Background: an optimization exercise with open tools, aiming at small area, a short achievable clock period and few clock cycles per item. Do not read the settings as production practice. Only simulation tests tie the RTL to the original design; equivalence was not proved. Power and IR drop assume default switching activity.

===== flow/config.mk =====
export PLATFORM = sky130hd
export DESIGN_NAME = indent_style_detector_core
export DESIGN_NICKNAME = indent_style_detector_core
export VERILOG_FILES = /design/flow/design.v
export SDC_FILE = /design/flow/constraint.sdc
export NUM_CORES = 4
export LEC_CHECK = 0
export ABC_AREA = 1
export CAP_MARGIN = 20
export CORE_MARGIN = 2
export CORE_UTILIZATION = 55
export PLACE_DENSITY = 0.7
export SETUP_SLACK_MARGIN = 5.0
export SLEW_MARGIN = 20

===== flow/constraint.sdc =====
create_clock -name core_clock -period 8.0 [get_ports {clk}]
set_input_delay 1.6000 -clock core_clock [delete_from_list [all_inputs] [get_ports {clk}]]
set_output_delay 1.6000 -clock core_clock [all_outputs]
set_load 0.01 [all_outputs]

===== flow/design.v =====
package isd_pkg;
	localparam logic [7:0] CH_TAB   = 8'h09;
	localparam logic [7:0] CH_LF    = 8'h0A;
	localparam logic [7:0] CH_CR    = 8'h0D;
	localparam logic [7:0] CH_SPACE = 8'h20;
	localparam logic [7:0] CH_STAR  = 8'h2A;
	localparam logic [1:0] REG_MIN_INDENT = 2'd0;
	localparam logic [1:0] REG_MAX_INDENT = 2'd1;
	localparam logic [1:0] REG_MAX_LINES  = 2'd2;
	localparam logic [7:0]  MIN_INDENT_RST = 8'd2;
	localparam logic [7:0]  MAX_INDENT_RST = 8'd8;
	localparam logic [15:0] MAX_LINES_RST  = 16'd500;
	localparam logic [1:0] STYLE_UNKNOWN = 2'd0;
	localparam logic [1:0] STYLE_TABS    = 2'd1;
	localparam logic [1:0] STYLE_SPACES  = 2'd2;
	localparam logic [2:0] K_NONE  = 3'd0;   
	localparam logic [2:0] K_SPACE = 3'd1;
	localparam logic [2:0] K_TAB   = 3'd2;
	localparam logic [2:0] K_STAR  = 3'd3;
	localparam logic [2:0] K_TEXT  = 3'd4;   
	localparam logic [2:0] K_CRLF  = 3'd5;   
	typedef struct packed {
		logic       eol;
		logic [2:0] kind;
	} isd_word_t;
endpackage
module indent_style_detector_core (
	input  logic        clk,
	input  logic        arst_n,
	input  logic        in_valid,
	output logic        in_ready,
	input  logic [7:0]  text_byte,
	input  logic        has_byte,
	input  logic        end_of_line,
	output logic        out_valid,
	input  logic        out_ready,
	output logic        keep_going,
	output logic [1:0]  tab_style,
	output logic [7:0]  indent_size,
	output logic [31:0] lines_seen,
	input  logic        cfg_we,
	input  logic [1:0]  cfg_index,
	input  logic [15:0] cfg_data
);
	function automatic logic [15:0] sat_inc(input logic [15:0] v);
		sat_inc = (&v) ? v : v + 16'd1;
	endfunction
	logic [7:0]  min_indent_q;
	logic [7:0]  max_indent_q;
	logic [15:0] max_lines_q;
	logic [7:0]  in_range;    
	always_ff @(posedge clk or negedge arst_n) begin
		if (!arst_n) begin
			min_indent_q <= isd_pkg::MIN_INDENT_RST;
			max_indent_q <= isd_pkg::MAX_INDENT_RST;
			max_lines_q  <= isd_pkg::MAX_LINES_RST;
		end else if (cfg_we) begin
			case (cfg_index)
				isd_pkg::REG_MIN_INDENT: min_indent_q <= cfg_data[7:0];
				isd_pkg::REG_MAX_INDENT: max_indent_q <= cfg_data[7:0];
				isd_pkg::REG_MAX_LINES:  max_lines_q  <= cfg_data;
				default: ;
			endcase
		end
	end
	logic [8:0] win_span;    
	assign win_span = {1'b0, max_indent_q} - {1'b0, min_indent_q};
	always_comb begin
		for (int i = 0; i < 8; i++) begin
			in_range[i] = !win_span[8] && ((win_span[7:3] != 5'd0) || (win_span[2:0] >= 3'(i)));
		end
	end
	logic       rc_busy_q;
	logic [3:0] rc_idx_q;
	logic       rc_fin;
	assign rc_fin = rc_busy_q && rc_idx_q == 4'd9;
	logic out_valid_q;
	logic out_free;    
	logic s2_go;       
	logic s2_fire;
	assign out_free = !out_valid_q || out_ready;
	assign s2_go    = pend_q && !rc_busy_q;
	assign s2_fire  = s2_go && out_free;
	isd_pkg::isd_word_t in_word;
	isd_pkg::isd_word_t w0_q, w1_q;
	logic w0_v_q, w1_v_q;
	logic in_ready_q;
	logic acc, cons;
	logic w0_v_d, w1_v_d;
	always_comb begin
		in_word.eol = end_of_line;
		if (!has_byte) begin
			in_word.kind = isd_pkg::K_NONE;
		end else begin
			case (text_byte)
				isd_pkg::CH_SPACE: in_word.kind = isd_pkg::K_SPACE;
				isd_pkg::CH_TAB:   in_word.kind = isd_pkg::K_TAB;
				isd_pkg::CH_STAR:  in_word.kind = isd_pkg::K_STAR;
				isd_pkg::CH_CR,
				isd_pkg::CH_LF:    in_word.kind = isd_pkg::K_CRLF;
				default:           in_word.kind = isd_pkg::K_TEXT;
			endcase
		end
	end
	logic        pend_q;    
	logic        clr_q;     
	logic        run_q, tab_q, skip_q, cont_q, spnz_q;
	logic [15:0] sp_q;
	logic        run_b, tab_b, skip_b, cont_b, spnz_b;
	logic [15:0] sp_b;
	logic        run_d, tab_d, skip_d, cont_d, spnz_d;
	logic [15:0] sp_d;
	assign acc  = in_valid && in_ready_q;
	assign cons = w0_v_q && (!pend_q || s2_fire);
	always_comb begin
		if (cons) begin
			w0_v_d = w1_v_q || acc;
			w1_v_d = w1_v_q && acc;
		end else begin
			w0_v_d = w0_v_q || acc;
			w1_v_d = w1_v_q || (w0_v_q && acc);
		end
	end
	always_ff @(posedge clk or negedge arst_n) begin
		if (!arst_n) begin
			w0_v_q     <= 1'b0;
			w1_v_q     <= 1'b0;
			in_ready_q <= 1'b1;
		end else begin
			w0_v_q     <= w0_v_d;
			w1_v_q     <= w1_v_d;
			in_ready_q <= !(w0_v_d && w1_v_d);
		end
	end
	always_ff @(posedge clk) begin
		if (cons ? (w1_v_q || acc) : (!w0_v_q && acc)) begin
			w0_q <= (cons && w1_v_q) ? w1_q : in_word;
		end
		if (acc && (cons ? w1_v_q : w0_v_q)) begin
			w1_q <= in_word;
		end
	end
	assign in_ready = in_ready_q;
	always_comb begin
		run_b  = clr_q || run_q;
		tab_b  = !clr_q && tab_q;
		skip_b = !clr_q && skip_q;
		cont_b = !clr_q && cont_q;
		spnz_b = !clr_q && spnz_q;
		sp_b   = clr_q ? 16'd0 : sp_q;
		run_d  = run_b;
		tab_d  = tab_b;
		skip_d = skip_b;
		cont_d = cont_b || (w0_q.kind != isd_pkg::K_NONE && w0_q.kind != isd_pkg::K_CRLF);
		spnz_d = spnz_b;
		sp_d   = sp_b;
		if (run_b) begin
			if (w0_q.kind == isd_pkg::K_TAB) begin
				tab_d = 1'b1;
				if (spnz_b) begin
					skip_d = 1'b1;
					run_d  = 1'b0;
				end
			end
			if (w0_q.kind == isd_pkg::K_SPACE) begin
				sp_d   = sat_inc(sp_b);
				spnz_d = 1'b1;
				if (tab_b) begin
					skip_d = 1'b1;
					run_d  = 1'b0;
				end
			end
			if (w0_q.kind == isd_pkg::K_STAR) begin
				skip_d = 1'b1;
				run_d  = 1'b0;
			end
			if (w0_q.kind == isd_pkg::K_TEXT || w0_q.kind == isd_pkg::K_CRLF) begin
				run_d = 1'b0;
			end
		end
	end
	always_ff @(posedge clk or negedge arst_n) begin
		if (!arst_n) begin
			pend_q <= 1'b0;
			clr_q  <= 1'b1;
		end else begin
			if (cons) begin
				pend_q <= w0_q.eol;
				clr_q  <= w0_q.eol;
			end else if (s2_fire) begin
				pend_q <= 1'b0;
			end
		end
	end
	always_ff @(posedge clk) begin
		if (cons) begin
			run_q  <= run_d;
			tab_q  <= tab_d;
			skip_q <= skip_d;
			cont_q <= cont_d;
			spnz_q <= spnz_d;
			sp_q   <= sp_d;
		end
	end
	logic [15:0] prev_q;
	logic [2:0]  bin;
	logic        hit;
	logic        s3_v_q, s3_tabl_q, s3_spl_q, s3_hit_q;
	logic [2:0]  s3_bin_q;
	logic [16:0] d_up;
	logic        s2b_v_q, s2b_neg_q, s2b_hiz_q, s2b_hio_q, s2b_cls_q, s2b_tabl_q, s2b_spl_q;
	logic [7:0]  s2b_dlo_q;
	assign d_up = {1'b0, sp_q} - {1'b0, prev_q};
	always_ff @(posedge clk or negedge arst_n) begin
		if (!arst_n) begin
			prev_q  <= 16'd0;
			s2b_v_q <= 1'b0;
		end else if (out_free) begin
			s2b_v_q <= s2_go;
			if (s2_go && !skip_q && !tab_q && cont_q) begin
				prev_q <= sp_q;
			end
		end
	end
	always_ff @(posedge clk) begin
		if (s2_fire) begin
			s2b_neg_q  <= d_up[16];
			s2b_hiz_q  <= d_up[15:8] == 8'd0;
			s2b_hio_q  <= d_up[15:8] == 8'hFF;
			s2b_dlo_q  <= d_up[7:0];
			s2b_cls_q  <= !skip_q && !tab_q && cont_q;
			s2b_tabl_q <= !skip_q && tab_q;
			s2b_spl_q  <= !skip_q && !tab_q && spnz_q;
		end
	end
	logic [8:0]  e_up;
	logic [9:0]  e_dn;
	logic        win_up, win_dn;
	logic        s2b_fire;
	assign s2b_fire = out_free && s2b_v_q;
	always_comb begin
		e_up   = {1'b0, s2b_dlo_q} - {1'b0, min_indent_q};
		e_dn   = {2'b0, ~s2b_dlo_q} + 10'd1 - {2'b0, min_indent_q};
		win_up = s2b_hiz_q && !e_up[8] && (e_up[7:3] == 5'd0) && in_range[e_up[2:0]];
		win_dn = s2b_hio_q && (e_dn[9:3] == 7'd0) && in_range[e_dn[2:0]];
		bin    = s2b_neg_q ? e_dn[2:0] : e_up[2:0];
		hit    = s2b_cls_q && (s2b_neg_q ? win_dn : win_up);
	end
	always_ff @(posedge clk or negedge arst_n) begin
		if (!arst_n) begin
			s3_v_q <= 1'b0;
		end else if (out_free) begin
			s3_v_q <= s2b_v_q;
		end
	end
	always_ff @(posedge clk) begin
		if (s2b_fire) begin
			s3_tabl_q <= s2b_tabl_q;
			s3_spl_q  <= s2b_spl_q;
			s3_hit_q  <= hit;
			s3_bin_q  <= bin;
		end
	end
	logic [15:0] hist_q [8];
	logic [7:0]  hist_v_q;
	logic [2:0]  rd_idx;
	logic [15:0] rd_val;
	logic [15:0] bump_val;
	logic [15:0] rd_q;
	logic        s4_v_q, s4_tabl_q, s4_spl_q, s4_hit_q;
	logic [2:0]  s4_bin_q;
	logic        rcb_v_q;        
	logic [2:0]  rcb_idx_q;
	logic        s3_fire, s4_fire;
	assign s3_fire  = out_free && s3_v_q;
	assign s4_fire  = out_free && s4_v_q;
	assign rd_idx   = rc_busy_q ? rc_idx_q[2:0] : s3_bin_q;
	assign bump_val = sat_inc(rd_q);
	assign rd_val   = (s4_fire && s4_hit_q && s4_bin_q == rd_idx) ? bump_val
		: hist_v_q[rd_idx] ? hist_q[rd_idx] : 16'd0;
	always_ff @(posedge clk or negedge arst_n) begin
		if (!arst_n) begin
			s4_v_q  <= 1'b0;
			rcb_v_q <= 1'b0;
		end else begin
			if (out_free) begin
				s4_v_q <= s3_v_q;
			end
			rcb_v_q <= !cfg_we && rc_busy_q && !rc_idx_q[3];
		end
	end
	always_ff @(posedge clk) begin
		if (s3_fire || rc_busy_q) begin
			rd_q <= rd_val;
		end
		if (s3_fire) begin
			s4_tabl_q <= s3_tabl_q;
			s4_spl_q  <= s3_spl_q;
			s4_hit_q  <= s3_hit_q;
			s4_bin_q  <= s3_bin_q;
		end
		rcb_idx_q <= rc_idx_q[2:0];
	end
	always_ff @(posedge clk) begin
		if (s4_fire && s4_hit_q) begin
			hist_q[s4_bin_q] <= bump_val;
		end
	end
	logic [15:0] line_total_q, tab_total_q, space_total_q;
	logic [12:0] th_floor_q;    
	logic [3:0]  th_rem_q;      
	logic [15:0] max_q;         
	logic [2:0]  max_idx_q;     
	logic        qual_q;        
	logic        th_inc, th_sat, fl_inc;
	logic [12:0] floor_inc;
	logic        max_inc, idx_take;
	logic [15:0] line_nx, tab_inc, space_inc;
	logic [7:0]  ind_bin, ind_cur;
	logic [1:0]  style_nx;
	logic        qual_nx;
	logic [2:0]  idx_nx;
	logic        rc_take;
	logic        keep_going_q;
	logic [1:0]  tab_style_q;
	logic [7:0]  indent_size_q;
	assign th_inc    = s4_tabl_q || s4_hit_q;
	assign th_sat    = (th_floor_q == 13'd6553) && (th_rem_q == 4'd5);
	assign fl_inc    = th_inc && !th_sat && (th_rem_q == 4'd9);
	assign floor_inc = th_floor_q + 13'd1;
	assign max_inc   = s4_hit_q && (rd_q == max_q) && !(&max_q);
	assign idx_take  = max_inc || (s4_hit_q && (bump_val == max_q) && (s4_bin_q < max_idx_q));
	assign idx_nx    = idx_take ? s4_bin_q : max_idx_q;
	assign ind_bin   = min_indent_q + {5'd0, s4_bin_q};
	assign ind_cur   = min_indent_q + {5'd0, max_idx_q};
	assign line_nx   = sat_inc(line_total_q);
	assign tab_inc   = sat_inc(tab_total_q);
	assign space_inc = sat_inc(space_total_q);
	always_comb begin
		qual_nx = qual_q;
		if (max_inc && !fl_inc) begin
			qual_nx = qual_q || (max_q == {3'd0, th_floor_q});
		end else if (!max_inc && fl_inc) begin
			qual_nx = qual_q && (max_q != {3'd0, floor_inc});
		end
	end
	always_comb begin
		style_nx = tab_style_q;
		if (s4_tabl_q && !(&tab_total_q)) begin
			if (tab_style_q == isd_pkg::STYLE_SPACES) begin
				style_nx = (tab_inc == space_total_q) ? isd_pkg::STYLE_UNKNOWN : isd_pkg::STYLE_SPACES;
			end else begin
				style_nx = isd_pkg::STYLE_TABS;
			end
		end else if (s4_spl_q && !(&space_total_q)) begin
			if (tab_style_q == isd_pkg::STYLE_TABS) begin
				style_nx = (space_inc == tab_total_q) ? isd_pkg::STYLE_UNKNOWN : isd_pkg::STYLE_TABS;
			end else begin
				style_nx = isd_pkg::STYLE_SPACES;
			end
		end
	end
	assign rc_take = rcb_v_q && in_range[rcb_idx_q] && (rd_q > max_q);
	always_ff @(posedge clk or negedge arst_n) begin
		if (!arst_n) begin
			line_total_q  <= 16'd0;
			tab_total_q   <= 16'd0;
			space_total_q <= 16'd0;
			th_floor_q    <= 13'd0;
			th_rem_q      <= 4'd0;
			hist_v_q      <= 8'd0;
			max_q         <= 16'd0;
			qual_q        <= 1'b0;
			keep_going_q  <= 1'b1;
			tab_style_q   <= isd_pkg::STYLE_UNKNOWN;
			rc_busy_q     <= 1'b0;
			rc_idx_q      <= 4'd0;
		end else if (cfg_we) begin
			rc_busy_q <= 1'b1;
			rc_idx_q  <= 4'd0;
			max_q     <= 16'd0;
		end else if (rc_busy_q) begin
			rc_idx_q <= rc_idx_q + 4'd1;
			if (rc_take) begin
				max_q <= rd_q;
			end
			if (rc_fin) begin
				rc_busy_q     <= 1'b0;
				qual_q        <= max_q > {3'd0, th_floor_q};
				keep_going_q  <= line_total_q < max_lines_q;
			end
		end else if (s4_fire) begin
			line_total_q  <= line_nx;
			if (s4_tabl_q) begin
				tab_total_q <= tab_inc;
			end
			if (s4_spl_q) begin
				space_total_q <= space_inc;
			end
			if (th_inc && !th_sat) begin
				if (th_rem_q == 4'd9) begin
					th_rem_q   <= 4'd0;
					th_floor_q <= floor_inc;
				end else begin
					th_rem_q <= th_rem_q + 4'd1;
				end
			end
			if (s4_hit_q) begin
				hist_v_q[s4_bin_q] <= 1'b1;
			end
			if (max_inc) begin
				max_q <= max_q + 16'd1;
			end
			qual_q        <= qual_nx;
			keep_going_q  <= keep_going_q && (line_nx != max_lines_q);
			tab_style_q   <= style_nx;
		end
	end
	always_ff @(posedge clk) begin
		if (!cfg_we && rc_busy_q) begin
			if (rc_take) begin
				max_idx_q <= rcb_idx_q;
			end
			if (rc_fin) begin
				indent_size_q <= (max_q > {3'd0, th_floor_q}) ? ind_cur : 8'd0;
			end
		end else if (!cfg_we && s4_fire) begin
			max_idx_q     <= idx_nx;
			indent_size_q <= !qual_nx ? 8'd0 : idx_take ? ind_bin : ind_cur;
		end
	end
	always_ff @(posedge clk or negedge arst_n) begin
		if (!arst_n) begin
			out_valid_q <= 1'b0;
		end else if (out_free) begin
			out_valid_q <= s4_v_q;
		end
	end
	assign out_valid   = out_valid_q;
	assign keep_going  = keep_going_q;
	assign tab_style   = tab_style_q;
	assign indent_size = indent_size_q;
	assign lines_seen  = {16'd0, line_total_q};
endmodule

===== flow/flow/run.sh =====
#!/bin/bash
# The standard layout (standard.sh, unchanged synthesis and steps) with three
# tool settings changed: port buffers use the plain buf cell family, CTS uses clkbuf_4 and clkbuf_8 and adds no
# dummy loads, and the setup margin stays at 5.0.
# The clock period and I/O constraints are untouched.
set -euo pipefail
sed -e 's/SETUP_SLACK_MARGIN=[0-9.]*/SETUP_SLACK_MARGIN=5.0 "BUFFER_PORTS_ARGS=-buffer_cell sky130_fd_sc_hd__buf_2" "CTS_ARGS=-sink_clustering_enable -repair_clock_nets -dont_use_dummy_load -buf_list {sky130_fd_sc_hd__clkbuf_4 sky130_fd_sc_hd__clkbuf_8}"/' standard.sh > standard_tuned.sh
bash standard_tuned.sh > standard.log 2>&1

===== flow/standard.sh =====
#!/bin/bash
# synth_recipe.tcl (not shown) runs the flow's synth.tcl, then flattens the netlist and writes it again
# the make line also repeats each setting of config.mk as NAME=value (left out here)
make -C /OpenROAD-flow-scripts/flow DESIGN_CONFIG=/design/flow/config.mk WORK_HOME=/design/flow/orfs CLKGATE_MAP_FILE= SYNTH_SCRIPT=/design/flow/synth_recipe.tcl "${@:-finish}"

==> summary.md, run 1 <==
| Metric | Value |
|---|---|
| Number of fillers in the final layout | `3592` |
| CP endpoint kind | `output pin` |
| TritonCTS clock tree | `done` |
| Area grow syn2layout | `9.54%` |
| Max Freq | `339 MHz` |
| Sequential area share after synthesis | `45.8%` |
| Initial Util | `55.4%` |
| Critical path peak fanout | `3` |
| Synth warnings | `1` |
| Tightest Hold Check Type | `register to register` |
| Global route total overflow | `0` |
| CP arrival | `1.35 ns` |
| Top FF cell, synth | `edfxtp_1` |
| Die Ht | `206 um` |
| Vias in the first global route | `17900` |
| Max-cap violations | `0` |
| Post-synthesis cell count | `2735` |
| DRC Markers | `0` |
| Largest area contributor in the netlist | `edfxtp_1` |
| Startpoint class of the critical path | `register` |
| Std cell rows | `74` |
| Synth unique cells | `65` |
| Most common cell in the synthesized netlist | `nand2_1` |
| Final worst-path cycle share | `36.8%` |
| RSZ-0062 raised after global routing | `yes` |
| Delay-heaviest family, CP | `flip-flops` |
| Root Driver | `clkbuf_8` |
| Worst-Margin Slew | `0.960 ns` |
| First-pass GRT wire length | `91900 um` |
| Synth async-reset ratio | `42.3%` |
| Gpl congestion | `0.953` |
| Initial DRC Count | `1474` |
| Crit path buf inv count | `1` |
| Fin Setup TNS | `0 ns` |
| DP HPWL | `40500 um` |
| Mean Syn Cell Area | `8.22 um2` |
| Clk sinks | `369` |
| CTS clk-pin slew, worst paths | `0.06 ns` |
| WS Path Type | `register to output pin` |
| Synth top area share | `28.1%` |
| Wire length per cell | `17.0 um` |
| Synthesized area | `22500 um2` |
| GRT Overall Usage | `27.3%` |
| Via count | `19000` |
| Synth Register Bits | `369` |
| Num CTS Buffers | `60` |
| Number of enable flip-flop cells after synthesis | `210` |
| First-pass iteration count of the detailed router | `6` |
| Core ar. | `40600 um2` |
| Pin count of the biggest net entering global routing | `92` |
| Number of port buffers | `61` |
| Final setup violation count | `0` |
| Slowest CP cell | `dfstp_2` |
| H-tree levels | `2` |
| Routed vias/inst | `5.62` |
| Max-slew violations | `0` |
| Crit-path cells | `buf_4` |
| PwrDens | `211 nW/um2` |
| Endpoints failing hold | `0` |
| Commonest cells post-synth | `664 x nand2_1, 328 x inv_1, 284 x nor2_1` |
| Die area | `42500 um2` |
| Lkg Pwr | `11.0 nW` |
| Share of post-route cells with drive strength above 1 | `10.2%` |
| Final wirelength | `57400 um` |
| Clock Skew | `0.0907 ns` |
| Rel. slew slack | `35.8%` |
| Status | `timing/DRC/antenna clean` |
| Die width | `206 um` |
| Worst VDD drop | `194 uV` |
| Largest cells by area after synthesis | `edfxtp_1 28%, dfrtp_1 16%, nand2_1 11%` |
| Max incr delay on CP | `0.55 ns` |
| Clock latency (worst-skew pair) | `0.69 ns` |
| Antenna diodes | `0` |
| ANT nets after route | `0` |
| Fin crit period | `2.95 ns` |
| CP required | `6.40 ns` |
| Boundary pin count | `78` |
| Layout Nets | `2995` |
| Power consumption | `0.00519 W` |
| Antenna violations before repair | `0` |
| Clock Path Buffers | `3` |
## placed cells by master (no fill, tap or decap), drive strengths merged, types with 59 or more instances in the layout
| cell | netlist | final |
|---|---|---|
| ha | 113 | 113 |
| clkbuf | 46 | 60 |
| edfxtp | 210 | 210 |
| nor3 | 59 | 59 |
| nor2 | 303 | 304 |
| inv | 335 | 328 |
| dfrtp | 145 | 145 |
| nand3 | 186 | 186 |
| nand2 | 677 | 677 |
| o21ai | 223 | 223 |
| a21oi | 96 | 96 |
| buf | 38 | 109 |
| xor2 | 87 | 87 |
## power breakdown
part / switching [W] / internal (W)
Sequential: 0.000152 / 0.00223
Clock: 0.000684 / 0.000655
Combinational: 0.000961 / 0.000505
## state kept, by name (all words and copies together) (netlist names), 13 cells and up
name,count
hist_q,128
line_total_q,16
max_lines_q,16
max_q,16
prev_q,16
rd_q,16
sp_q,16
space_total_q,16
tab_total_q,16
th_floor_q,13
## worst paths after layout
| check | from | to | slack [ns] | depth (start not counted) |
|---|---|---|---|---|
| max in group asynchronous | arst_n | rc_busy_q | 5.41 | 2 |
| worst max register to register | rc_busy_q | rd_q[15] | 5.13 | 11 |
| min in group asynchronous | arst_n | max_q[0] | 1.01 | 1 |
| worst max-delay path | keep_going_q | keep_going | 5.05 | 1 |
| worst min-delay path | s3_spl_q | s4_spl_q | 0.41 | 0 |
| worst min register to register | s3_spl_q | s4_spl_q | 0.41 | 0 |
## area by class of cell
| class | count | area, um2 | area share [%] |
|---|---|---|---|
| multi-input combinational | 1964 | 10800 | 43.9 |
| sequential | 369 | 10300 | 41.8 |
| inverter | 336 | 1300 | 5.29 |
| clock buffer | 60 | 826 | 3.35 |
| timing repair buffer | 109 | 716 | 2.91 |
| tap | 532 | 666 | 2.70 |
| timing repair inverter | 2 | 10.0 | 0.0407 |
## routing by layer
layer	vias to the layer above	share of wire, %	GRT usage (%)
met5	-	0	0
met4	0	2.5	7.68
met3	105	6.4	4.18
met2	619	46	44.5
met1	8906	45	38.0
li1	9331	-	-
## cell families after synthesis
family	after synthesis	share of synthesized area [%]
adders and majority gates	120	6.92
other	1	0.0167
xor gates and xnor gates	107	4.17
DFF	369	45.8
and+or+nand+nor	1293	24.7
AOI/OAI and AO/OA	425	10.9
buffers and inverters	420	7.58
## through the flow
step           worst slack, ns  utilization [%]  instance area (um2)  hold slack, ns  instances
2_1_floorplan             4.88                -                22600           0.400       2750
3_5_place_dp              3.91             57.3                23200           0.405       3275
6_report                  5.05             60.7                24600           0.407       3372
5_1_grt                   4.99             60.7                24600           0.409       3372
3_3_place_gp              3.95             57.3                23200           0.404       3275
4_1_cts                   5.00             59.9                24300           0.409       3351
## repair_timing
item	in CTS	in global routing
pin swaps	3	4
cloned	4	1
gates resized for setup	22	43
hold buffers	0	0
setup buffers	12	20
endpoints found under the setup margin	85	73
Testbench counts, summed over its fixed seeds: cycles 171,851, lines 9,600.
==> run 2, diff against run 1 <==
==> flow/flow/run.sh (replaced) <==
#!/bin/bash
# The standard layout (standard.sh, unchanged synthesis and steps) with three
# tool settings changed: port buffers use the plain buf cell family, CTS uses clkbuf_8, clusters of up to 16 sinks and adds no
# dummy loads, and the setup margin stays at 5.0.
# The clock period and I/O constraints are untouched.
set -euo pipefail
sed -e 's/SETUP_SLACK_MARGIN=[0-9.]*/SETUP_SLACK_MARGIN=5.0 "BUFFER_PORTS_ARGS=-buffer_cell sky130_fd_sc_hd__buf_2" "CTS_ARGS=-sink_clustering_enable -repair_clock_nets -dont_use_dummy_load -buf_list sky130_fd_sc_hd__clkbuf_8 -sink_clustering_size 16 -sink_clustering_max_diameter 50"/' standard.sh > standard_tuned.sh
bash standard_tuned.sh > standard.log 2>&1
==> summary.md, run 2 <==
| Metric | Value |
|---|---|
| Clock Path Buffers | `3 (unchanged)` |
| Hold_ws | `0.411 ns (was 0.407 ns)` |
| Largest area contributor in the netlist | `edfxtp_1 (unchanged)` |
| Most frequent cells in the layout | `655 x nand2_1, 321 x inv_1, 277 x nor2_1, 216 x o21ai_0, 210 x edfxtp_1 (was 654 x nand2_1, 320 x inv_1, 277 x nor2_1, 216 x o21ai_0, 210 x edfxtp_1)` |
| Std cell rows | `74 (unchanged)` |
| Die width | `206 um (unchanged)` |
| Boundary pin count | `78 (unchanged)` |
| Max-slew violations | `0 (unchanged)` |
| Via count | `18800 (was 19000)` |
| Synth Register Bits | `369 (unchanged)` |
| Max incr delay on CP | `0.31 ns (was 0.55 ns)` |
| Pin count of the biggest net entering global routing | `92 (unchanged)` |
| Endpoints failing hold | `0 (unchanged)` |
| DP HPWL | `40500 um (unchanged)` |
| Worst VDD drop | `234 uV (was 194 uV)` |
| Leading cell type in the layout, fill and taps excluded | `nand2_1 (unchanged)` |
| Crit path buf inv count | `5 (was 1)` |
| Die Ht | `206 um (unchanged)` |
| Clk sinks | `369 (unchanged)` |
| Rel. slew slack | `36.1% (was 35.8%)` |
| Hold Path Depth | `0 (unchanged)` |
| Antenna violations before repair | `0 (unchanged)` |
| Clock Skew | `0.0596 ns (was 0.0907 ns)` |
| Number of cells on the critical path | `10 (was 1)` |
| Synth unique cells | `65 (unchanged)` |
| Status | `timing/DRC/antenna clean (unchanged)` |
| Sequential area share after synthesis | `45.8% (unchanged)` |
| Synth warnings | `1 (unchanged)` |
| Top FF cell, synth | `edfxtp_1 (unchanged)` |
| Antenna diodes | `0 (unchanged)` |
| Startpoint class of the critical path | `input pin (was register)` |
| First-pass iteration count of the detailed router | `8 (was 6)` |
| Number of fillers in the final layout | `3627 (was 3592)` |
| Fin Setup TNS | `0 ns (unchanged)` |
| Largest cells by area after synthesis | `edfxtp_1 28%, dfrtp_1 16%, nand2_1 11% (unchanged)` |
| Number of port buffers | `61 (unchanged)` |
| Slowest CP cell | `nor2_4 (was dfstp_2)` |
| Number of enable flip-flop cells after synthesis | `210 (unchanged)` |
| Synth async-reset ratio | `42.3% (unchanged)` |
| Final worst-path cycle share | `36.9% (was 36.8%)` |
| Area post-placement | `23200 um2 (unchanged)` |
| Final setup violation count | `0 (unchanged)` |
| Crit-path cells | `buf_2 -> nor2_4 -> clkinvlp_4 -> nor2_2 -> buf_6 -> inv_2 -> nor2_4 -> buf_4 -> nor2_1 -> a31oi_1 (was buf_4)` |
| CP arrival | `3.47 ns (was 1.35 ns)` |
| Initial Util | `55.4% (unchanged)` |
| PwrDens | `203 nW/um2 (was 211 nW/um2)` |
| Fin crit period | `2.95 ns (about the same)` |
| Num CTS Buffers | `41 (was 60)` |
| Worst R2R Setup Slack | `5.12 ns (was 5.13 ns)` |
| Gpl congestion | `0.953 (unchanged)` |
| DRC Markers | `0 (unchanged)` |
| CP required | `8.52 ns (was 6.40 ns)` |
| CP endpoint kind | `register (was output pin)` |
| GRT Overall Usage | `27.1% (was 27.3%)` |
| Initial DRC Count | `1473 (was 1474)` |
| Routed vias/inst | `5.62 (about the same)` |
| Final wirelength | `57200 um (was 57400 um)` |
| Worst reg2reg path depth | `12 (was 11)` |
| Fin area | `24300 um2 (was 24600 um2)` |
| Reg with most FFs | `hist_q (unchanged)` |
| Clock latency (worst-skew pair) | `0.62 ns (was 0.69 ns)` |
| Share of post-route cells with drive strength above 1 | `9.37% (was 10.2%)` |
| Mean Syn Cell Area | `8.22 um2 (unchanged)` |
| WS Path Type | `input pin to register (was register to output pin)` |
| Post-synthesis cell count | `2735 (unchanged)` |
| Root Driver | `clkbuf_8 (unchanged)` |
| Area grow syn2layout | `8.20% (was 9.54%)` |
| Core ar. | `40600 um2 (unchanged)` |
| Critical path peak fanout | `23 (was 3)` |
| Commonest cells post-synth | `664 x nand2_1, 328 x inv_1, 284 x nor2_1 (unchanged)` |
| First-pass GRT wire length | `91500 um (was 91900 um)` |
| Global route total overflow | `0 (unchanged)` |
| Post-CTS Hold Buffers | `0 (unchanged)` |
| H-tree levels | `2 (unchanged)` |
| Lkg Pwr | `10.8 nW (was 11.0 nW)` |
| Delay-heaviest family, CP | `buffers and inverters (was flip-flops)` |
| Wire length per cell | `17.1 um (was 17.0 um)` |
| Synth top area share | `28.1% (unchanged)` |
| Critical Path Most Common Cell | `nor2_4` |
| RSZ-0062 raised after global routing | `yes (unchanged)` |
| Layout Nets | `2974 (was 2995)` |
| Max Freq | `339 MHz (about the same)` |
| ANT nets after route | `0 (unchanged)` |
| Die area | `42500 um2 (unchanged)` |
| Vias in the first global route | `17800 (was 17900)` |
| CTS clk-pin slew, worst paths | `0.08 ns (was 0.06 ns)` |
| Synthesized area | `22500 um2 (unchanged)` |
| Worst-Margin Slew | `0.957 ns (was 0.960 ns)` |
| Max-cap violations | `0 (unchanged)` |
| Most common cell in the synthesized netlist | `nand2_1 (unchanged)` |
| Fin util | `60.0% (was 60.7%)` |
| Largest register FFs | `128 (unchanged)` |
| Tightest Hold Check Type | `register to register (unchanged)` |
| TritonCTS clock tree | `done (unchanged)` |
## run 2: cell counts after synthesis
No cell type changed its count.
## run 2: layout make-up
type | count | area [um2] | share of cell area (%)
Multi-Input combinational cell | 1965 | 10800 | 44.4
Sequential cell | 369 | 10300 | 42.3
Inverter | 336 | 1290 | 5.32
Timing Repair Buffer | 106 | 678 | 2.79
Tap cell | 532 | 666 | 2.74
Clock buffer | 41 | 564 | 2.32
Timing Repair inverter | 2 | 10.0 | 0.0412
## run 2: power by group
part	internal [W]	leakage (nW)	switching (W)
Sequential	0.00223	3.87	0.000152
Combinational	0.000505	6.68	0.000961
Clock	0.000456	0.295	0.000637
## run 2: final timing paths
path / from / to
max: cfg_we / tab_total_q[9]
min: s3_spl_q / s4_spl_q
max reg2reg: rc_busy_q / rd_q[15]
min reg2reg: s3_spl_q / s4_spl_q
max in group asynchronous: arst_n / rc_busy_q
min in group asynchronous: arst_n / max_q[2]
## run 2: kinds of logic after synthesis
family	Yosys count	synth area share [%]
compound gates	425	10.9
xor+xnor	107	4.17
other cells	1	0.0167
flops	369	45.8
buf+inv	420	7.58
simple gates	1293	24.7
fa+ha+maj	120	6.92
## run 2: timing repair
item | in CTS | in global routing
setup endpoints to repair | 83 | 77
buffers inserted | 9 | 20
gates resized for setup | 17 | 40
cloned | 4 | 2
pin swaps | 4 | 6
## run 2: worst reg2reg max path: stages (launching register included)
cell and delay (ns):
dfrtp_4 0.58, clkinvlp_4 0.18, nand2_1 0.08, nand2_2 0.25, clkinvlp_4 0.22, buf_4 0.27, nor2_1 0.12, o21ai_0 0.09
nand2_1 0.07, o21a_2 0.26, clkinvlp_4 0.26, a31oi_1 0.22, a31oi_1 0.06
## run 2: stage by stage
| step | instances | total power [W] | setup slack [ns] |
|---|---|---|---|
| after detailed placement | 3275 | 0.00381 | 3.91 |
| after global placement | 3275 | 0.00377 | 3.95 |
| after floorplan | 2750 | 0.00344 | 4.88 |
| after CTS | 3329 | 0.00492 | 5.01 |
| final | 3351 | 0.00494 | 5.05 |
| after global routing | 3351 | 0.00525 | 4.96 |
## run 2: per-layer routing
metal | global-route usage (%) | routed length, um
met1 | 38.0 | 26000
met2 | 43.8 | 26100
met3 | 3.23 | 3420
met4 | 9.08 | 1640
met5 | 0 | 0
==> run 3, diff against run 2 <==
==> flow/flow/run.sh (replaced) <==
#!/bin/bash
# The standard layout (standard.sh, unchanged synthesis and steps) with three
# tool settings changed: port buffers use the plain buf cell family, CTS uses clkbuf_8 and adds no
# dummy loads, and the setup margin is 4.8.
# The clock period and I/O constraints are untouched.
set -euo pipefail
sed -e 's/SETUP_SLACK_MARGIN=[0-9.]*/SETUP_SLACK_MARGIN=4.8 "BUFFER_PORTS_ARGS=-buffer_cell sky130_fd_sc_hd__buf_2" "CTS_ARGS=-sink_clustering_enable -repair_clock_nets -dont_use_dummy_load -buf_list sky130_fd_sc_hd__clkbuf_8"/' standard.sh > standard_tuned.sh
bash standard_tuned.sh > standard.log 2>&1
==> summary.md, run 3 <==
| Metric | Value |
|---|---|
| Status | `timing/DRC/antenna clean (unchanged)` |
| Clk sinks | `369 (unchanged)` |
| Power consumption | `0.00520 W (was 0.00494 W)` |
| Final setup violation count | `0 (unchanged)` |
| Area of the multi-input gates | `10700 um2 (was 10800 um2)` |
| Number of fillers in the final layout | `3639 (was 3627)` |
| Gpl congestion | `0.965 (was 0.953)` |
| DRC Markers | `0 (unchanged)` |
| Area grow syn2layout | `8.60% (was 8.20%)` |
| Synthesized area | `22500 um2 (unchanged)` |
| Core ar. | `40600 um2 (unchanged)` |
| Most frequent cells in the layout | `658 x nand2_1, 326 x inv_1, 280 x nor2_1, 217 x o21ai_0, 210 x edfxtp_1 (was 655 x nand2_1, 321 x inv_1, 277 x nor2_1, 216 x o21ai_0, 210 x edfxtp_1)` |
| Largest register FFs | `128 (unchanged)` |
| GRT Overall Usage | `27.5% (was 27.1%)` |
| Rel. slew slack | `34.0% (was 36.1%)` |
| Tightest Hold Check Type | `register to register (unchanged)` |
| R2r endpoint | `s3_hit_q (was rd_q[15])` |
| Max Freq | `326 MHz (was 339 MHz)` |
| CTS clk-pin slew, worst paths | `0.06 ns (was 0.08 ns)` |
| Share of post-route cells with drive strength above 1 | `8.98% (was 9.37%)` |
| WS Path Type | `input pin to register (unchanged)` |
| Hold_ws | `0.429 ns (was 0.411 ns)` |
| Std cell rows | `74 (unchanged)` |
| Worst VDD drop | `210 uV (was 234 uV)` |
| Crit path capture | `tab_style_q[1] (was tab_total_q[9])` |
| Number of cells on the critical path | `13 (was 10)` |
| Worst reg2reg path depth | `16 (was 12)` |
| Worst R2R Setup Slack | `5.05 ns (was 5.12 ns)` |
| Max incr delay on CP | `0.31 ns (about the same)` |
| Critical Path Most Common Cell | `nand2_1 (was nor2_4)` |
| Commonest cells post-synth | `664 x nand2_1, 328 x inv_1, 284 x nor2_1 (unchanged)` |
| Die Ht | `206 um (unchanged)` |
| Most common cell in the synthesized netlist | `nand2_1 (unchanged)` |
| Die width | `206 um (unchanged)` |
| Max-cap violations | `0 (unchanged)` |
| Num CTS Buffers | `61 (was 41)` |
| Sequential area share after synthesis | `45.8% (unchanged)` |
| H-tree levels | `2 (unchanged)` |
| Leading cell type in the layout, fill and taps excluded | `nand2_1 (unchanged)` |
| Crit path buf inv count | `5 (unchanged)` |
| DP HPWL | `41100 um (was 40500 um)` |
| Number of port buffers | `61 (unchanged)` |
| Max-slew violations | `0 (unchanged)` |
| Post-CTS Hold Buffers | `0 (unchanged)` |
| Final WS setup | `4.94 ns (was 5.05 ns)` |
| Routed vias/inst | `5.63 (was 5.62)` |
| Fin Setup TNS | `0 ns (unchanged)` |
| Number of enable flip-flop cells after synthesis | `210 (unchanged)` |
| Antenna violations before repair | `0 (unchanged)` |
| Layout Nets | `2983 (was 2974)` |
| Reg2reg start | `min_indent_q[1] (was rc_busy_q)` |
| Clock Path Buffers | `3 (unchanged)` |
| Synth top area share | `28.1% (unchanged)` |
| Root Driver | `clkbuf_8 (unchanged)` |
| Slowest CP cell | `buf_4 (was nor2_4)` |
| Global route total overflow | `0 (unchanged)` |
| Synth Register Bits | `369 (unchanged)` |
| Worst-Margin Slew | `0.989 ns (was 0.957 ns)` |
| Mean Syn Cell Area | `8.22 um2 (unchanged)` |
| Fin crit period | `3.06 ns (was 2.95 ns)` |
| TritonCTS clock tree | `done (unchanged)` |
| RSZ-0062 raised after global routing | `yes (unchanged)` |
| Largest area contributor in the netlist | `edfxtp_1 (unchanged)` |
| Delay-heaviest family, CP | `buffers and inverters (unchanged)` |
| Endpoints failing hold | `0 (unchanged)` |
| DP Worst Slack | `3.65 ns (was 3.91 ns)` |
| Dpl cells | `3274 (was 3275)` |
| Initial DRC Count | `1444 (was 1473)` |
| PwrDens | `213 nW/um2 (was 203 nW/um2)` |
| Boundary pin count | `78 (unchanged)` |
| Clock latency (worst-skew pair) | `0.68 ns (was 0.62 ns)` |
| Vias in the first global route | `17900 (was 17800)` |
| Crit path launch | `cfg_we (unchanged)` |
| Post-synthesis cell count | `2735 (unchanged)` |
| Critical path peak fanout | `23 (unchanged)` |
| Crit-path cells | `buf_2 -> nor2_4 -> clkinvlp_4 -> nor2_2 -> buf_4 -> nand2_2 -> inv_4 -> o31ai_1 -> o21ai_1 -> inv_1 -> a211oi_1 -> nand2_1 -> nand2_1 (was buf_2 -> nor2_4 -> clkinvlp_4 -> nor2_2 -> buf_6 -> inv_2 -> nor2_4 -> buf_4 -> nor2_1 -> a31oi_1)` |
| Top FF cell, synth | `edfxtp_1 (unchanged)` |
| Antenna diodes | `0 (unchanged)` |
| Die area | `42500 um2 (unchanged)` |
| CP arrival | `3.63 ns (was 3.47 ns)` |
| ANT nets after route | `0 (unchanged)` |
| First-pass GRT wire length | `92100 um (was 91500 um)` |
| Largest cells by area after synthesis | `edfxtp_1 28%, dfrtp_1 16%, nand2_1 11% (unchanged)` |
| Synth unique cells | `65 (unchanged)` |
| Synth warnings | `1 (unchanged)` |
| CP endpoint kind | `register (unchanged)` |
| Startpoint class of the critical path | `input pin (unchanged)` |
| Final worst-path cycle share | `38.3% (was 36.9%)` |
| First-pass iteration count of the detailed router | `7 (was 8)` |
| Register area | `10300 um2 (about the same)` |
| Synth async-reset ratio | `42.3% (unchanged)` |
| CP required | `8.57 ns (was 8.52 ns)` |
| Via count | `18900 (was 18800)` |
| Pin count of the biggest net entering global routing | `96 (was 92)` |
| Final Instance Count excl. Fillers | `3360 (was 3351)` |
| Lkg Pwr | `10.9 nW (was 10.8 nW)` |
| Wire length per cell | `17.3 um (was 17.1 um)` |
| Reg with most FFs | `hist_q (unchanged)` |
| Initial Util | `55.4% (unchanged)` |
| Clock Skew | `0.0673 ns (was 0.0596 ns)` |
| Final wirelength | `58100 um (was 57200 um)` |
==> run 3: cell counts after synthesis <==
Identical to the previous run, type by type.
==> run 3: cell families (layout without fill, tap and decap cells) <==
group,Yosys count,in the layout,share of synthesized area [%]
AOI/OAI and AO/OA,425,426,10.9
other,1,16,0.0167
and+or+nand+nor,1293,1297,24.7
adders and majority gates,120,120,6.92
DFF,369,369,45.8
xor gates and xnor gates,107,107,4.17
buffers and inverters,420,493,7.58
==> run 3: power by group <==
part	switching, W	internal (W)	total (W)
registers	0.000163	0.00223	0.00240
logic	0.000965	0.000494	0.00146
clock network	0.000682	0.000665	0.00135
==> run 3: what timing repair did <==
| action | CTS | global route |
|---|---|---|
| endpoints found under the setup margin | 74 | 117 |
| cloned | 2 | 4 |
| resized for setup | 11 | 22 |
| setup buffers | 3 | 16 |
| pin swaps | 1 | 4 |
==> run 3: metal layers <==
| metal | global-route usage [%] | vias up | routed length (um) |
|---|---|---|---|
| met4 | 8.27 | 0 | 1500 |
| li1 | - | 9283 | - |
| met5 | 0 | - | 0 |
| met3 | 4.42 | 92 | 3650 |
| met1 | 37.8 | 8920 | 25800 |
| met2 | 44.8 | 621 | 27100 |
==> run 3: worst min-delay path by stage <==
stage	end	depth (start not counted)	slack (ns)	start
final	s4_tabl_q	0	0.43	s3_tabl_q
after global routing	s4_hit_q	0	0.44	s3_hit_q
after CTS	s4_hit_q	0	0.43	s3_hit_q
after detailed placement	s4_hit_q	0	0.41	s3_hit_q
after global placement	s3_tabl_q	0	0.40	s2b_tabl_q
after floorplan	s3_spl_q	0	0.40	s2b_spl_q
==> run 3: area by class of cell <==
cell class	count	share of cell area, %
Multi-Input combinational cell	1966	44.0
Sequential cell	369	42.2
Inverter	336	5.22
Clock buffer	61	3.44
Tap cell	532	2.73
Timing Repair Buffer	95	2.40
Timing Repair inverter	1	0.0205
==> run 3: worst reg2reg max path, cell delays in order, from the launching register on <==
cell and delay, ns:
dfstp_2 0.58, inv_1 0.14, ha_1 0.34, ha_1 0.24, fa_1 0.38, nand2_1 0.09
nand2_1 0.05, a21oi_1 0.22, nor2_1 0.09, o21ai_0 0.15, nand3_1 0.09, nand4_1 0.09
nor2_1 0.04, nand2_1 0.06, nand2_1 0.04, nand2_1 0.06, nor2_1 0.03
==> run 3: per-stage QoR <==
stage	utilization [%]	area, um2
after detailed placement	57.2	23200
after floorplan	-	22500
final	60.2	24400
after global placement	57.2	23200
after CTS	59.5	24100
after global routing	60.2	24400
==> run 4, diff against run 3 <==
==> flow/flow/run.sh (replaced) <==
#!/bin/bash
# The standard layout (standard.sh, unchanged synthesis and steps) with three
# tool settings changed: port buffers use the plain buf cell family, CTS uses clkbuf_8 and adds no
# dummy loads, and the setup margin is 5.2.
# The clock period and I/O constraints are untouched.
set -euo pipefail
sed -e 's/SETUP_SLACK_MARGIN=[0-9.]*/SETUP_SLACK_MARGIN=5.2 "BUFFER_PORTS_ARGS=-buffer_cell sky130_fd_sc_hd__buf_2" "CTS_ARGS=-sink_clustering_enable -repair_clock_nets -dont_use_dummy_load -buf_list sky130_fd_sc_hd__clkbuf_8"/' standard.sh > standard_tuned.sh
bash standard_tuned.sh > standard.log 2>&1
==> summary.md, run 4 <==
| Metric | Value |
|---|---|
| Clock Path Buffers | `3 (unchanged)` |
| Max-cap violations | `0 (unchanged)` |
| CP arrival | `1.24 ns (was 3.63 ns)` |
| Die Ht | `206 um (unchanged)` |
| Root Driver | `clkbuf_8 (unchanged)` |
| Worst-Margin Slew | `0.914 ns (was 0.989 ns)` |
| RSZ-0062 raised after global routing | `yes (unchanged)` |
| Crit-path cells | `buf_6 (was buf_2 -> nor2_4 -> clkinvlp_4 -> nor2_2 -> buf_4 -> nand2_2 -> inv_4 -> o31ai_1 -> o21ai_1 -> inv_1 -> a211oi_1 -> nand2_1 -> nand2_1)` |
| Rel. slew slack | `39.1% (was 34.0%)` |
| Global route total overflow | `0 (unchanged)` |
| Fin crit period | `2.84 ns (was 3.06 ns)` |
| Status | `timing/DRC/antenna clean (unchanged)` |
| Layout Nets | `3059 (was 2983)` |
| Post-synthesis cell count | `2735 (unchanged)` |
| Synth top area share | `28.1% (unchanged)` |
| Max Freq | `352 MHz (was 326 MHz)` |
| Top FF cell, synth | `edfxtp_1 (unchanged)` |
| Synth async-reset ratio | `42.3% (unchanged)` |
| CTS clk-pin slew, worst paths | `0.06 ns (about the same)` |
| Initial Util | `55.4% (unchanged)` |
| Synth warnings | `1 (unchanged)` |
| Synth Register Bits | `369 (unchanged)` |
| Synth unique cells | `65 (unchanged)` |
| Endpoints failing hold | `0 (unchanged)` |
| Final WS setup | `5.16 ns (was 4.94 ns)` |
| Power Internal | `0.00357 W (was 0.00339 W)` |
| DP HPWL | `41300 um (was 41100 um)` |
| Synth Area in Adders | `6.92% (unchanged)` |
| CP required | `6.40 ns (was 8.57 ns)` |
| Synth Area in XOR/XNOR | `4.17% (unchanged)` |
| Lkg Pwr | `11.4 nW (was 10.9 nW)` |
| Core ar. | `40600 um2 (unchanged)` |
| PwrDens | `212 nW/um2 (was 213 nW/um2)` |
| Num CTS Buffers | `69 (was 61)` |
| Sequential area share after synthesis | `45.8% (unchanged)` |
| Fin Setup TNS | `0 ns (unchanged)` |
| DRC Markers | `0 (unchanged)` |
| Net Switching | `0.00188 W (was 0.00181 W)` |
| GRT Overall Usage | `28.2% (was 27.5%)` |
| Number of enable flip-flop cells after synthesis | `210 (unchanged)` |
| Via count | `19500 (was 18900)` |
| Max incr delay on CP | `0.53 ns (was 0.31 ns)` |
| Clk sinks | `369 (unchanged)` |
| Largest area contributor in the netlist | `edfxtp_1 (unchanged)` |
| Seq pwr share | `43.6% (was 46.1%)` |
| Pin count of the biggest net entering global routing | `93 (was 96)` |
| Largest family of logic cells by synthesized area | `simple AND/OR/NAND/NOR gates (unchanged)` |
| Multiplexer area fraction after synthesis | `0% (unchanged)` |
| Sw Ratio | `34.5% (was 34.8%)` |
| Reg with most FFs | `hist_q (unchanged)` |
| First-pass iteration count of the detailed router | `7 (unchanged)` |
| Share of post-route cells with drive strength above 1 | `15.3% (was 8.98%)` |
| Gpl congestion | `0.929 (was 0.965)` |
| Synth Area in Compound Gates | `10.9% (unchanged)` |
| Die area | `42500 um2 (unchanged)` |
| Largest cells by area after synthesis | `edfxtp_1 28%, dfrtp_1 16%, nand2_1 11% (unchanged)` |
| Final setup violation count | `0 (unchanged)` |
| Boundary pin count | `78 (unchanged)` |
| Power consumption | `0.00545 W (was 0.00520 W)` |
| Post-CTS Hold Buffers | `0 (unchanged)` |
| Max-slew violations | `0 (unchanged)` |
| Wire length per cell | `17.6 um (was 17.3 um)` |
| Routed vias/inst | `5.68 (was 5.63)` |
| DP Worst Slack | `3.88 ns (was 3.65 ns)` |
| Vias in the first global route | `18000 (was 17900)` |
| Gate power share | `29.4% (was 28.1%)` |
| Commonest cells post-synth | `664 x nand2_1, 328 x inv_1, 284 x nor2_1 (unchanged)` |
| WS Path Type | `register to output pin (was input pin to register)` |
| Clk network pwr share | `27.0% (was 25.9%)` |
| Largest register FFs | `128 (unchanged)` |
| Slowest CP cell | `dfstp_2 (was buf_4)` |
| Most common cell in the synthesized netlist | `nand2_1 (unchanged)` |
| Startpoint class of the critical path | `register (was input pin)` |
| Initial DRC Count | `1681 (was 1444)` |
| CP endpoint kind | `output pin (was register)` |
| Leading cell type in the layout, fill and taps excluded | `nand2_1 (unchanged)` |
| Area grow syn2layout | `14.5% (was 8.60%)` |
| Worst VDD drop | `135 uV (was 210 uV)` |
| Antenna diodes | `0 (unchanged)` |
| H-tree levels | `3 (was 2)` |
| TritonCTS clock tree | `done (unchanged)` |
| Clock Skew | `0.0556 ns (was 0.0673 ns)` |
| Critical path peak fanout | `2 (was 23)` |
| Clock latency (worst-skew pair) | `0.63 ns (was 0.68 ns)` |
| Tightest Hold Check Type | `register to register (unchanged)` |
| Most frequent cells in the layout | `644 x nand2_1, 314 x inv_1, 258 x nor2_1, 213 x o21ai_0, 210 x edfxtp_1 (was 658 x nand2_1, 326 x inv_1, 280 x nor2_1, 217 x o21ai_0, 210 x edfxtp_1)` |
| Antenna violations before repair | `0 (unchanged)` |
| Crit path buf inv count | `1 (was 5)` |
| Std cell rows | `74 (unchanged)` |
| Final worst-path cycle share | `35.5% (was 38.3%)` |
| Die width | `206 um (unchanged)` |
| ANT nets after route | `0 (unchanged)` |
| First-pass GRT wire length | `94600 um (was 92100 um)` |
| Mean Syn Cell Area | `8.22 um2 (unchanged)` |
| Final wirelength | `60400 um (was 58100 um)` |
| Delay-heaviest family, CP | `flip-flops (was buffers and inverters)` |
| Number of port buffers | `61 (unchanged)` |
| Synthesized area | `22500 um2 (unchanged)` |
| Simple-gate area share of the yosys netlist | `24.7% (unchanged)` |
run 4: stage by stage:
stage               cells  area, um2  hold WS, ns  utilization (%)
finish               3436      25700        0.388             63.5
global route         3436      25700        0.390             63.5
CTS                  3371      24700        0.387             61.0
detailed placement   3263      23300        0.407             57.4
global placement     3263      23300        0.406             57.4
floorplan            2750      22800        0.400                -
run 4: power groups by stage:
stage	clock [W]	combinational [W]	sequential, W
floorplan	0	0.00108	0.00236
CTS	0.00149	0.00147	0.00239
global placement	0	0.00136	0.00243
finish	0.00147	0.00160	0.00238
global route	0.00157	0.00181	0.00240
detailed placement	0	0.00140	0.00243
run 4: layout make-up:
class	instances	area, um2
fill	3474	14800
multi-input combinational	1967	11200
sequential	369	10300
inverter	336	1290
timing repair buffer	161	1270
clock buffer	69	950
tap	532	666
timing repair inverter	2	12.5
run 4: logic make-up after synthesis:
| logic type | Yosys count |
|---|---|
| xor+xnor | 107 |
| simple gates | 1293 |
| fa+ha+maj | 120 |
| flops | 369 |
| buf+inv | 420 |
| compound gates | 425 |
| other cells | 1 |
run 4: worst paths after layout:
path / from / end / slack, ns / cells after the start
min reg2reg: s3_hit_q / s4_hit_q / 0.39 / 0
min: s3_hit_q / s4_hit_q / 0.39 / 0
min in group asynchronous: arst_n / space_total_q[6] / 1.07 / 1
max in group asynchronous: arst_n / min_indent_q[0] / 5.51 / 2
max reg2reg: max_q[1] / max_q[10] / 5.21 / 11
max: in_ready_q / in_ready / 5.16 / 1
run 4: metal layers:
metal	track usage [%]	wire, um
met1	38.9	25700
met2	46.2	29100
met3	4.01	4030
met4	8.93	1650
met5	0	0
run 4: what timing repair did:
action / 4_1_cts / 5_1_grt
gates resized for setup: 60 / 108
setup endpoints to repair: 167 / 162
setup buffers: 34 / 60
cloned: 5 / 5
pin swaps: 7 / 47
==> run 5, diff against run 4 <==
==> flow/flow/run.sh (replaced) <==
#!/bin/bash
# The standard layout (standard.sh, unchanged synthesis and steps) with three
# tool settings changed: port buffers use the plain buf cell family, CTS uses clkbuf_8 and adds no
# dummy loads, and the setup margin stays at 5.0.
# The clock period and I/O constraints are untouched.
set -euo pipefail
sed -e 's/SETUP_SLACK_MARGIN=[0-9.]*/SETUP_SLACK_MARGIN=5.0 "BUFFER_PORTS_ARGS=-buffer_cell sky130_fd_sc_hd__buf_2" "CTS_ARGS=-sink_clustering_enable -repair_clock_nets -dont_use_dummy_load -buf_list sky130_fd_sc_hd__clkbuf_8"/' standard.sh > standard_tuned.sh
bash standard_tuned.sh > standard.log 2>&1
--- a/flow/config.mk
+++ b/flow/config.mk
@@ -8,7 +8,7 @@
 export ABC_AREA = 1
 export CAP_MARGIN = 20
 export CORE_MARGIN = 2
-export CORE_UTILIZATION = 55
-export PLACE_DENSITY = 0.7
+export CORE_UTILIZATION = 65
+export PLACE_DENSITY = 0.8
 export SETUP_SLACK_MARGIN = 5.0
 export SLEW_MARGIN = 20
==> summary.md, run 5 <==
| Metric | Value |
|---|---|
| Root Driver | `clkbuf_8 (unchanged)` |
| Most frequent cells in the layout | `655 x nand2_1, 323 x inv_1, 277 x nor2_1, 216 x o21ai_0, 210 x edfxtp_1 (was 644 x nand2_1, 314 x inv_1, 258 x nor2_1, 213 x o21ai_0, 210 x edfxtp_1)` |
| Final worst-path cycle share | `36.8% (was 35.5%)` |
| Largest cells by area after synthesis | `edfxtp_1 28%, dfrtp_1 16%, nand2_1 11% (unchanged)` |
| Post-synthesis cell count | `2735 (unchanged)` |
| Final setup violation count | `0 (unchanged)` |
| Boundary pin count | `78 (unchanged)` |
| Slowest CP cell | `dfrtp_1 (was dfstp_2)` |
| DRC Markers | `0 (unchanged)` |
| Clock latency (worst-skew pair) | `0.66 ns (was 0.63 ns)` |
| Die area | `36100 um2 (was 42500 um2)` |
| Commonest cells post-synth | `664 x nand2_1, 328 x inv_1, 284 x nor2_1 (unchanged)` |
| Most common cell in the synthesized netlist | `nand2_1 (unchanged)` |
| Synth top area share | `28.1% (unchanged)` |
| Layout Nets | `2992 (was 3059)` |
| Clock Path Buffers | `3 (unchanged)` |
| Number of port buffers | `61 (unchanged)` |
| Top FF cell, synth | `edfxtp_1 (unchanged)` |
| Status | `timing/DRC/antenna clean (unchanged)` |
| Power consumption | `0.00517 W (was 0.00545 W)` |
| Global route total overflow | `0 (unchanged)` |
| First-pass GRT wire length | `92400 um (was 94600 um)` |
| Initial Util | `65.5% (was 55.4%)` |
| Fin area | `24500 um2 (was 25700 um2)` |
| Critical path peak fanout | `8 (was 2)` |
| H-tree levels | `2 (was 3)` |
| Crit path buf inv count | `1 (unchanged)` |
| GRT Overall Usage | `32.0% (was 28.2%)` |
| Tightest Hold Check Type | `register to register (unchanged)` |
| Fin crit period | `2.95 ns (was 2.84 ns)` |
| CTS clk-pin slew, worst paths | `0.06 ns (about the same)` |
| Delay-heaviest family, CP | `flip-flops (unchanged)` |
| Routed vias/inst | `5.93 (was 5.68)` |
| Worst R2R Setup Slack | `5.15 ns (was 5.21 ns)` |
| PwrDens | `212 nW/um2 (about the same)` |
| Largest register FFs | `128 (unchanged)` |
| Max Freq | `340 MHz (was 352 MHz)` |
| Leading cell type in the layout, fill and taps excluded | `nand2_1 (unchanged)` |
| Gpl congestion | `0.966 (was 0.929)` |
| Synth async-reset ratio | `42.3% (unchanged)` |
| Endpoints failing hold | `0 (unchanged)` |
| TritonCTS clock tree | `done (unchanged)` |
| Fin Setup TNS | `0 ns (unchanged)` |
| DP HPWL | `40500 um (was 41300 um)` |
| Via count | `19500 (about the same)` |
| Crit-path cells | `buf_2 (was buf_6)` |
| Pin count of the biggest net entering global routing | `80 (was 93)` |
| Max-cap violations | `0 (unchanged)` |
| Final wirelength | `57900 um (was 60400 um)` |
| Lkg Pwr | `11.0 nW (was 11.4 nW)` |
| Core ar. | `34300 um2 (was 40600 um2)` |
| Synth unique cells | `65 (unchanged)` |
| First-pass iteration count of the detailed router | `8 (was 7)` |
| Sequential area share after synthesis | `45.8% (unchanged)` |
| Num CTS Buffers | `58 (was 69)` |
| Rel. slew slack | `39.6% (was 39.1%)` |
| Area post-placement | `23100 um2 (was 23300 um2)` |
| Synth Register Bits | `369 (unchanged)` |
| Final Instance Count excl. Fillers | `3292 (was 3436)` |
| Die Ht | `190 um (was 206 um)` |
| CP endpoint kind | `output pin (unchanged)` |
| Area grow syn2layout | `8.85% (was 14.5%)` |
| Share of post-route cells with drive strength above 1 | `9.90% (was 15.3%)` |
| ANT nets after route | `0 (unchanged)` |
| Mean Syn Cell Area | `8.22 um2 (unchanged)` |
| Largest area contributor in the netlist | `edfxtp_1 (unchanged)` |
| Antenna diodes | `0 (unchanged)` |
| Number of enable flip-flop cells after synthesis | `210 (unchanged)` |
| Dpl cells | `3198 (was 3263)` |
| RSZ-0062 raised after global routing | `yes (unchanged)` |
| Clock Skew | `0.0459 ns (was 0.0556 ns)` |
| WS Path Type | `register to output pin (unchanged)` |
| Initial DRC Count | `1899 (was 1681)` |
| Post-CTS Hold Buffers | `0 (unchanged)` |
| Worst VDD drop | `228 uV (was 135 uV)` |
| Std cell rows | `68 (was 74)` |
| Max incr delay on CP | `0.53 ns (about the same)` |
| Synth warnings | `1 (unchanged)` |
| Wire length per cell | `17.6 um (about the same)` |
| Vias in the first global route | `18300 (was 18000)` |
| Fin util | `71.3% (was 63.5%)` |
| Antenna violations before repair | `0 (unchanged)` |
| Die width | `190 um (was 206 um)` |
| CP arrival | `1.35 ns (was 1.24 ns)` |
| Max-slew violations | `0 (unchanged)` |
| Startpoint class of the critical path | `register (unchanged)` |
| Worst-Margin Slew | `0.906 ns (was 0.914 ns)` |
| Synthesized area | `22500 um2 (unchanged)` |
| Clk sinks | `369 (unchanged)` |
| Reg with most FFs | `hist_q (unchanged)` |
| CP required | `6.40 ns (about the same)` |
-- run 5: cell counts after synthesis --
Identical to the previous run, type by type.
-- run 5: report_power, final --
| group | total, W | switching, W | leakage, nW | internal, W |
|---|---|---|---|---|
| logic | 0.00148 | 0.000977 | 6.72 | 0.000500 |
| registers | 0.00239 | 0.000160 | 3.86 | 0.00223 |
| clock network | 0.00130 | 0.000670 | 0.417 | 0.000634 |
| total | 0.00517 | 0.00181 | 11.0 | 0.00337 |
-- run 5: worst paths after layout --
path | startpoint | to | cells after the start
worst min-delay path | s3_spl_q | s4_spl_q | 0
min in group asynchronous | arst_n | max_q[2] | 1
worst max register to register | rd_q[1] | indent_size_q[3] | 15
worst max-delay path | line_total_q[2] | lines_seen[2] | 1
worst min register to register | s3_spl_q | s4_spl_q | 0
max in group asynchronous | arst_n | clr_q | 3
-- run 5: metrics by stage --
| stage | hold WS [ns] | setup slack, ns |
|---|---|---|
| after global routing | 0.414 | 4.96 |
| after global placement | 0.402 | 4.02 |
| final | 0.399 | 5.05 |
| after CTS | 0.398 | 5.01 |
| after detailed placement | 0.407 | 3.89 |
| after floorplan | 0.400 | 4.88 |
-- run 5: metal layers --
layer / vias to the layer above / GRT usage (%) / share of wire [%]
met5: - / 0 / 0
met4: 0 / 10.1 / 2.5
met3: 118 / 4.56 / 8.1
met2: 855 / 52.8 / 48
met1: 9241 / 44.0 / 42
li1: 9309 / - / -
-- run 5: repair_timing --
action,in CTS,in global routing
buffers inserted,7,23
pin swaps,4,4
cloned,3,2
gates resized for setup,16,38
endpoints found under the setup margin,99,94
endpoints found under the hold margin,0,0
-- run 5: area by class of cell --
cell class / count / area (um2)
Multi-Input combinational cell: 1964 / 10800
Sequential cell: 369 / 10300
Fill cell: 2695 / 9830
Inverter: 336 / 1280
Clock buffer: 58 / 798
Timing Repair Buffer: 108 / 729
Tap cell: 455 / 569
Timing Repair inverter: 2 / 12.5
-- run 5: kinds of logic (layout without fill, tap and decap cells) --
logic type	Yosys count	after routing	synth area share [%]
buffers and inverters	420	504	7.58
other	1	16	0.0167
and+or+nand+nor	1293	1296	24.7
DFF	369	369	45.8
adders and majority gates	120	120	6.92
xor gates and xnor gates	107	107	4.17
AOI/OAI and AO/OA	425	425	10.9
==> run 6, diff against run 5 <==
--- a/flow/config.mk
+++ b/flow/config.mk
@@ -8,7 +8,8 @@
 export ABC_AREA = 1
 export CAP_MARGIN = 20
 export CORE_MARGIN = 2
-export CORE_UTILIZATION = 65
-export PLACE_DENSITY = 0.8
+export CORE_UTILIZATION = 55
+export PLACE_DENSITY = 0.7
 export SETUP_SLACK_MARGIN = 5.0
 export SLEW_MARGIN = 20
+export TNS_END_PERCENT = 30
==> summary.md, run 6 <==
| Metric | Value |
|---|---|
| Status | `timing/DRC/antenna clean (unchanged)` |
| Max Freq | `335 MHz (was 340 MHz)` |
| Fin crit period | `2.99 ns (was 2.95 ns)` |
| Clock Skew | `0.0443 ns (was 0.0459 ns)` |
| Met3 WL post-DR | `4220 um (was 4690 um)` |
| Via count | `19300 (was 19500)` |
| Number of enable flip-flop cells after synthesis | `210 (unchanged)` |
| Number of port buffers | `61 (unchanged)` |
| Die area | `42500 um2 (was 36100 um2)` |
| Tightest Hold Check Type | `register to register (unchanged)` |
| Synthesized area | `22500 um2 (unchanged)` |
| Lkg Pwr | `11.0 nW (about the same)` |
| Leading cell type in the layout, fill and taps excluded | `nand2_1 (unchanged)` |
| Sequential area share after synthesis | `45.8% (unchanged)` |
| Dpl cells | `3276 (was 3198)` |
| Largest register FFs | `128 (unchanged)` |
| Reg with most FFs | `hist_q (unchanged)` |
| Worst VDD drop | `204 uV (was 228 uV)` |
| Antenna diodes | `0 (unchanged)` |
| Hold_ws | `0.421 ns (was 0.399 ns)` |
| Commonest cells post-synth | `664 x nand2_1, 328 x inv_1, 284 x nor2_1 (unchanged)` |
| Std cell rows | `74 (was 68)` |
| TritonCTS clock tree | `done (unchanged)` |
| Max-cap violations | `0 (unchanged)` |
| Clk sinks | `369 (unchanged)` |
| Fin area | `24700 um2 (was 24500 um2)` |
| CP endpoint kind | `register (was output pin)` |
| ANT nets after route | `0 (unchanged)` |
| Root Driver | `clkbuf_8 (unchanged)` |
| Synth async-reset ratio | `42.3% (unchanged)` |
| Global route total overflow | `0 (unchanged)` |
| Endpoints failing hold | `0 (unchanged)` |
| Die width | `206 um (was 190 um)` |
| Largest cells by area after synthesis | `edfxtp_1 28%, dfrtp_1 16%, nand2_1 11% (unchanged)` |
| Area grow syn2layout | `10.0% (was 8.85%)` |
| Num CTS Buffers | `66 (was 58)` |
| Final Instance Count excl. Fillers | `3379 (was 3292)` |
| Layout Nets | `3002 (was 2992)` |
| First-pass iteration count of the detailed router | `8 (unchanged)` |
| Boundary pin count | `78 (unchanged)` |
| Synth warnings | `1 (unchanged)` |
| Vias in the first global route | `18400 (was 18300)` |
| Wire length per cell | `17.3 um (was 17.6 um)` |
| Core ar. | `40600 um2 (was 34300 um2)` |
| Pin count of the biggest net entering global routing | `82 (was 80)` |
| Fin Setup TNS | `0 ns (unchanged)` |
| Number of fillers in the final layout | `3599 (was 2695)` |
| Post-CTS Hold Buffers | `0 (unchanged)` |
| Area post-placement | `23200 um2 (was 23100 um2)` |
| WL met2 | `26900 um (was 27500 um)` |
| Final setup violation count | `0 (unchanged)` |
| Met1 wire length | `25700 um (was 24300 um)` |
| DP HPWL | `40900 um (was 40500 um)` |
| H-tree levels | `3 (was 2)` |
| Area of the multi-input gates | `10800 um2 (about the same)` |
| Gpl congestion | `0.954 (was 0.966)` |
| First-pass GRT wire length | `93500 um (was 92400 um)` |
| Routed vias/inst | `5.71 (was 5.93)` |
| PwrDens | `214 nW/um2 (was 212 nW/um2)` |
| Share of post-route cells with drive strength above 1 | `10.5% (was 9.90%)` |
| Register area | `10300 um2 (about the same)` |
| Mean Syn Cell Area | `8.22 um2 (unchanged)` |
| Clock Path Buffers | `3 (unchanged)` |
| Synth unique cells | `65 (unchanged)` |
| Max-slew violations | `0 (unchanged)` |
| CP required | `8.35 ns (was 6.40 ns)` |
| Synth top area share | `28.1% (unchanged)` |
| Top routing layer used | `met4 (unchanged)` |
| Rel. slew slack | `35.4% (was 39.6%)` |
| Startpoint class of the critical path | `input pin (was register)` |
| Largest area contributor in the netlist | `edfxtp_1 (unchanged)` |
==> run 6: final cells by class <==
class,instances,share of cell area [%]
Sequential cell,369,41.6
Timing Repair Buffer,109,2.95
Tap cell,532,2.69
Inverter,336,5.24
Clock buffer,66,3.67
Timing Repair inverter,2,0.0405
Multi-Input combinational cell,1965,43.8
==> run 6: path summary, 6_finish.rpt <==
path	from	end	slack [ns]	depth (start not counted)
max	out_ready	rd_q[9]	5.01	11
min	s3_hit_q	s4_hit_q	0.42	0
max reg2reg	rc_busy_q	rd_q[11]	5.09	7
min reg2reg	s3_hit_q	s4_hit_q	0.42	0
max in group asynchronous	arst_n	min_indent_q[0]	5.42	2
min in group asynchronous	arst_n	max_q[4]	1.02	1
==> run 6: what timing repair did <==
action	4_1_cts	5_1_grt
pin swaps	2	6
cloned	3	4
setup buffers	5	25
setup endpoints to repair	84	86
gates resized for setup	23	44
==> run 6: metrics by stage <==
stage	total power (W)	utilization, %	setup slack, ns
2_1_floorplan	0.00344	-	4.88
3_3_place_gp	0.00377	57.3	3.60
3_5_place_dp	0.00382	57.3	3.54
4_1_cts	0.00527	59.9	4.91
5_1_grt	0.00563	61.0	4.91
6_report	0.00529	61.0	5.01
==> run 6: worst max-delay path, stage by stage <==
cell and delay [ns]:
buf_2 0.13, nor2_4 0.17, nor2_1 0.06, inv_1 0.27, nor3_1 0.10, nand2_1 0.08
buf_4 0.28, clkinvlp_4 0.27, buf_2 0.24, nand2_1 0.06, o21ai_0 0.08
==> run 6: per-layer routing <==
layer,vias up,GRT usage [%]
met4,0,9.23
met2,689,44.4
met5,-,0
met1,9151,38.1
met3,125,4.70
li1,9331,-
==> run 6: kinds of logic (layout without fill, tap and decap cells) <==
logic type,after synthesis,count (layout),synth area share (%)
AO/OA/AOI/OAI,425,425,10.9
XOR/XNOR,107,107,4.17
adder cells (fa/ha/maj),120,120,6.92
buffers and inverters,420,513,7.58
flip-flops,369,369,45.8
other,1,16,0.0167
AND/OR/NAND/NOR,1293,1297,24.7
==> run 6: power by group <==
part	internal, W	leakage, nW	switching, W
sequential	0.00223	3.87	0.000163
combinational	0.000503	6.68	0.000959
clock	0.000726	0.475	0.000705

==> separate check: timing with driven ports <==
How much do the figures lean on ideal ports? The routed layouts below were timed once more, with nothing changed but the port constraints.
Step 1 sets driving cells, clkbuf_16 on the clock port and buf_2 on the other inputs (assumed; they add their load-dependent delay and slew).
Step 2, shift: input delay + t, output delay - t, t = (earliest + latest rising clock arrival at the registers) / 2. This alone moves slack from input paths to output paths.
Slacks: no drivers / after step 1 / after step 2; pairs: no drivers / after step 1.
run	t, ns	setup WS [ns]
run 1	0.699	5.054 / 5.005 / 4.444
run 2	0.647	5.048 / 5.002 / 4.429
run 3	0.697	4.935 / 4.964 / 4.267
run 4	0.651	5.156 / 5.103 / 4.651
run 5	0.683	5.055 / 5.002 / 4.472
run 6	0.645	5.012 / 4.999 / 4.393
After both steps setup and hold are still met in every run listed.
